Context: an optimization exercise on an open-source flow, tuned for small area. The choices shown serve that exercise and are no tape-out recipe.
Where RTL was checked, it was by simulation tests only, not by an equivalence proof against the original.
Power and IR drop assume default switching activity.

== run P ==
Design imem_loader, start of the top module:
module imem_loader
#(
  parameter int unsigned ADDR_W     = 6,
  parameter logic [31:0] RESET_WORD = 32'h0000_0000
) (
  input  logic              clk,
  input  logic              rst,
  input  logic              in_valid,
  input  logic [imem_loader_pkg::BYTE_W-1:0] in_data,
  output logic              in_ready,
  input  logic [31:0]       pc,
  output logic [imem_loader_pkg::WORD_W-1:0] instruction,
  output logic              cpu_rst,
  output logic              load_done,
  output logic              load_error,
  output logic [ADDR_W:0]   words_loaded
);
Size in the first run: roughly 2100 flip-flops, roughly 86 I/O pins, about 58000 um2 of cells after synthesis.
==> flow/config.mk <==
export PLATFORM = sky130hd
export DESIGN_NAME = imem_loader
export DESIGN_NICKNAME = imem_loader
export VERILOG_FILES = /design/flow/design.v
export SDC_FILE = /design/flow/constraint.sdc
export NUM_CORES = 4
export LEC_CHECK = 0
export CAP_MARGIN = 20
export CORE_MARGIN = 2
export CORE_UTILIZATION = 55
export PLACE_DENSITY = 0.65
export SLEW_MARGIN = 20
export SYNTH_HIERARCHICAL = 1
==> flow/constraint.sdc <==
create_clock -name core_clock -period 12.0 [get_ports {clk}]
set_input_delay 2.4000 -clock core_clock [delete_from_list [all_inputs] [get_ports {clk}]]
set_output_delay 2.4000 -clock core_clock [all_outputs]
set_load 0.01 [all_outputs]
standard.sh (not shown) runs the stock make flow with config.mk's settings and CLKGATE_MAP_FILE= SYNTH_SCRIPT=/design/flow/synth_recipe.tcl, a recipe that flattens the netlist after the stock synthesis.
==> flow/flow/run.sh <==
#!/bin/bash
# The standard layout (standard.sh) with two changes: the clock tree uses
# clkbuf_8 sink buffers in clusters of up to 16 sinks and no dummy loads, and
# the port buffers are buf_1. make's output goes to standard_make.log; ORFS
# keeps each step's log under orfs/logs.
set -euo pipefail
export CTS_ARGS="-sink_clustering_enable -repair_clock_nets -dont_use_dummy_load -buf_list sky130_fd_sc_hd__clkbuf_8 -sink_clustering_size 16 -sink_clustering_max_diameter 50"
export BUFFER_PORTS_ARGS="-buffer_cell sky130_fd_sc_hd__buf_1"
bash standard.sh > standard_make.log 2>&1
#### Input delta (run C over run P)
- CORE_UTILIZATION: 55 -> 62
- PLACE_DENSITY: 0.65 -> 0.72
- CTS_BUF_LIST: unset -> sky130_fd_sc_hd__clkbuf_8
- CTS_CLUSTER_DIAMETER: unset -> 40
- CTS_CLUSTER_SIZE: unset -> 16
==> flow/run.sh (new file) <==
#!/bin/bash
# synth_recipe.tcl (not shown) runs the flow's synth.tcl, then flattens the netlist and writes it again
# the make line also repeats each setting of config.mk as NAME=value (left out here)
make -C /OpenROAD-flow-scripts/flow DESIGN_CONFIG=/design/flow/config.mk WORK_HOME=/design/flow/orfs CLKGATE_MAP_FILE= SYNTH_SCRIPT=/design/flow/synth_recipe.tcl finish
removed: flow/flow/run.sh
removed: flow/standard.sh
### Flow results
- Run C went all the way through the flow, and no timing, DRC or antenna check failed.
- Summary of run C over run P: tap cell count fell by 9.9%; share of cell area taken by multi-input logic gates fell by 0.62 points; count of input and output buffers stayed essentially flat; depth of the critical timing path with buffers and inverters included stayed essentially flat.

---

imem_loader, a different RTL version from the one above (not shown whole).
For scale: about 4,000 cells after synthesis, ~2,200 flip-flops, roughly 86 I/O pins.
// imem_loader
module imem_loader
#(
  parameter int unsigned ADDR_W     = 6,
  parameter logic [31:0] RESET_WORD = 32'h0000_0000
) (
  input  logic              clk,
  input  logic              rst,
  input  logic              in_valid,
  input  logic [imem_loader_pkg::BYTE_W-1:0] in_data,
  output logic              in_ready,
  input  logic [31:0]       pc,
  output logic [imem_loader_pkg::WORD_W-1:0] instruction,
  output logic              cpu_rst,
  output logic              load_done,
  output logic              load_error,
  output logic [ADDR_W:0]   words_loaded
);
clock: 12.0 ns
lec_check: 0
cap_margin: 20
core_margin: 2
core_utilization: 55
place_density: 0.65
slew_margin: 20
synth_hierarchical: 1
run.sh (not shown) runs the stock make flow with config.mk's settings and CLKGATE_MAP_FILE= SYNTH_SCRIPT=/design/flow/synth_recipe.tcl, a recipe that flattens the netlist after the stock synthesis.
Stock flow here: none of the scripts above is used.
Then changed:
CTS_BUF_LIST = sky130_fd_sc_hd__clkbuf_8   (was default)
CTS_CLUSTER_DIAMETER = 50   (was default)
CTS_CLUSTER_SIZE = 20   (was default)
The new run finished clean. Clock-buffer cell count goes down by 118. Via count decreases by 1.7%. Final cell count falls by about 1.6%. Final area went down by about 5%. Sequential cell count is unchanged. Global-route usage went down by 0.58 points. Area after synthesis is unchanged. Total power falls by about 17%. Sequential share of layout area climbs by 3.2 points.
Function was not checked in any run of this note: the RTL went through the layout flow alone.

## port drivers added, routing unchanged
How much do the figures lean on ideal ports? The routed layouts below were timed once more, with nothing changed but the port constraints.
Step 1 sets driving cells, clkbuf_16 on the clock port and buf_2 on the other inputs (assumed; they add their load-dependent delay and slew).
Step 2 moves the port delays by t, midway between the first and last clock arrival at a register: inputs arrive t later, outputs are due t later. That takes back most of the time a late clock gives input paths.
Slacks: ideal ports / drivers / drivers and shift; pairs: ideal ports / drivers.
run	t (ns)	setup slack, ns	latest minus earliest clock arrival (ns)
run P	0.912	2.556 / 2.398 / 2.398	0.114 / 0.114
run C	0.963	1.716 / 1.657 / 1.657	0.052 / 0.052
the first run of note 2	0.861	0.745 / 0.718 / 0.718	0.029 / 0.029
the second run of note 2	0.954	0.779 / 0.750 / 0.750	0.053 / 0.054
After both steps every run listed still meets setup and hold. For run P, which loses most, drivers alone change the setup slack by -0.158 ns; drivers and shift together by -0.158 ns.
